Context: an optimization exercise on an open-source flow, tuned for small area, a short achievable clock period and few clock cycles per item. The choices shown serve that exercise and are no tape-out recipe.
Only simulation tests tie the RTL to the original design; equivalence was not proved.
No activity file was given, so power comes from the tool's default toggle rates.

the baseline:
// wheel_pulse_rate_remapper
module wheel_pulse_rate_remapper (
  input  logic        clk_i,
  input  logic        rst_ni,
  input  logic        s_axis_tvalid,
  output logic        s_axis_tready,
  input  logic [7:0]  s_axis_tdata,
  output logic        m_axis_tvalid,
  input  logic        m_axis_tready,
  output logic [39:0] m_axis_tdata,
  input  logic        cfg_valid_i,
  output logic        cfg_ready_o,
  input  logic [2:0]  cfg_index_i,
  input  logic [31:0] cfg_data_i
);
Size in the first run: roughly 3200 cells after synthesis, ~91 I/O pins.
Settings: LEC_CHECK=0, CAP_MARGIN=20, CORE_MARGIN=2, CORE_UTILIZATION=40, SETUP_SLACK_MARGIN=4.3, SLEW_MARGIN=20; clock period 8.0 ns.
run.sh (not shown) runs the stock make flow with config.mk's settings and CLKGATE_MAP_FILE= SYNTH_SCRIPT=/design/flow/synth_recipe.tcl, a recipe that flattens the netlist after the stock synthesis.
Testbench counts of the baseline, summed over its fixed seeds: cycles 8,885, items 8,000.
Input changes introduced in the candidate (baseline for comparison: the baseline):
Settings: CTS_CLUSTER_DIAMETER: unset -> 120; CORE_UTILIZATION: 40 -> 35; SETUP_SLACK_MARGIN: 4.3 -> 4.8; CTS_CLUSTER_SIZE: unset -> 20.
--- outcome ---
| final-layout fill cell count | higher: the candidate |
The candidate went all the way through synthesis, placement and routing and the layout is clean on timing, DRC and antenna.
Delta (the candidate minus the baseline): die area now sits higher; per-cell routed wire length now sits higher; worst hold slack now sits at about the same level; final critical-path required period now sits lower.
Diff the baseline -> the candidate: share of the clock period used by the worst path moved down, routed wire length up 7.3%.

---

== build 59 ==
wheel_pulse_rate_remapper again, from the RTL that the note above started with.
make LEC_CHECK=0 CAP_MARGIN=10 CORE_MARGIN=2 CORE_UTILIZATION=40 SETUP_SLACK_MARGIN=4.5 SLEW_MARGIN=10 finish   # period 8.0 ns
Build 59 finished every step from synthesis to the final layout, and the layout passed the timing, DRC and antenna checks.
Testbench counts of build 59, summed over its fixed seeds: cycles 8,885, items 8,000.
For build 40, these inputs were changed with respect to build 59:
Settings: changing SLEW_MARGIN from 10 to 20; setting CTS_CLUSTER_DIAMETER to 120 for the first time; changing SETUP_SLACK_MARGIN from 4.5 to 4.6; changing CAP_MARGIN from 10 to 20; changing CORE_UTILIZATION from 40 to 35; setting CTS_CLUSTER_SIZE to 20 for the first time.
[summary]
Summary: summed area of non-filler cells in the final layout, build 40 better than build 59. Post-route total power for build 40: about 6% down relative to build 59. Die area in build 40 vs build 59: up about 14%. Combinational power share for build 40: 4.9 points up relative to build 59. Diff build 40 and build 59: fmax lower in build 59. On met1 track demand over resource, the lower figure sits with build 40, not build 59. Build 40 -> build 59: synthesized cell count delta 0, exact match. Build 40: total core area is 15% higher than what build 59 reported.
Changes in build 29 relative to build 40:
Settings: CTS_CLUSTER_SIZE: 20 -> unset; CTS_CLUSTER_DIAMETER: 120 -> unset.
==> comparison <==
Comparing build 40 and build 29, the lower sequential share of cell area is on build 29.
Build 29 ended with less count of buffers not belonging to the clock network in the layout than build 40.
Between build 29 and build 40, the stage delay of the slowest cell on the critical path does not differ in any meaningful way.
The lower proportion of power drawn by the clock network came out of build 40.
Lower clock-cell share of area among build 40 and build 29: build 40
In terms of highest clock frequency the design can meet, build 40 and build 29 differ only marginally.
--- input diff build 29..build 30 ---
Settings: swapping 35 for 30 in CORE_UTILIZATION; putting CTS_CLUSTER_DIAMETER at 120 where nothing was set; putting CTS_CLUSTER_SIZE at 20 where nothing was set.
Findings:
Aggregate negative setup slack delta (build 30 -> build 29): insignificant. Between build 29 and build 30, the flow reports area used by multi-input combinational logic increasing by a few percent. Build 30 vs. build 29: clock network power consumption fell by 35%; worst-case setup slack after placement lower; pin count of the biggest net entering global routing saw a decrease; share of the final layout cell area in multi-input gates higher.
Here is what was changed in the inputs of build 63 compared with build 30.
Settings: PLACE_DENSITY: unset -> 0.7; CTS_CLUSTER_DIAMETER: 120 -> unset; CTS_CLUSTER_SIZE: 20 -> unset; CORE_UTILIZATION: 30 -> 35.
Results
- Having completed the whole flow, build 63 delivered a layout that passed the timing, DRC and antenna checks.
- Combinational share of power came out lower on build 63 than on build 30.
- Against build 30, build 63 comes in about 1% lower on total met2 wirelength after detailed routing.
- Per the comparison of build 63 with build 30, final setup slack of the worst path went down; smallest hold slack dropped 0.010 ns; area enclosed by the die boundary decreased by about 14% relative to the old numbers; standard cell core area shows a reduction of about 15%.

-- what the ideal ports hide --
The results above use ideal ports. As a check the final layouts listed here were re-extracted and re-timed, cells and wires unchanged. Step 1 assumes that a clkbuf_16 drives the clock port and a buf_2 every other input. Step 2 times the ports against the registers' clock, not the clock port: input delays grow and output delays shrink by t, the midpoint of the rising clock arrivals with the driver on. Three values: ideal, step 1, step 2; two values: the first two.
run | t, ns | slack for setup (ns) | hold slack, ns | worst setup path at the end | cell pins on the clock port's net
the baseline | 0.668 | 4.176 / 4.176 / 3.804 | 0.453 / 0.453 / 0.453 | input to register | 1
the candidate | 0.667 | 4.271 / 4.271 / 4.271 | 0.452 / 0.452 / 0.452 | register to register | 1
build 59 | 0.681 | 4.275 / 4.275 / 3.935 | 0.458 / 0.458 / 0.458 | input to register | 1
build 40 | 0.670 | 4.329 / 4.329 / 4.283 | 0.453 / 0.453 / 0.453 | input to register | 1
build 29 | 0.663 | 4.329 / 4.329 / 4.300 | 0.452 / 0.452 / 0.452 | input to register | 1
build 30 | 0.661 | 4.330 / 4.330 / 4.260 | 0.464 / 0.464 / 0.464 | input to register | 1
build 63 | 0.647 | 4.257 / 4.257 / 4.257 | 0.454 / 0.454 / 0.454 | register to register | 1
After both steps every run listed still meets setup and hold. The setup slack of the baseline, which loses most, moves by 0.000 ns with the drivers and by -0.372 ns with both steps.
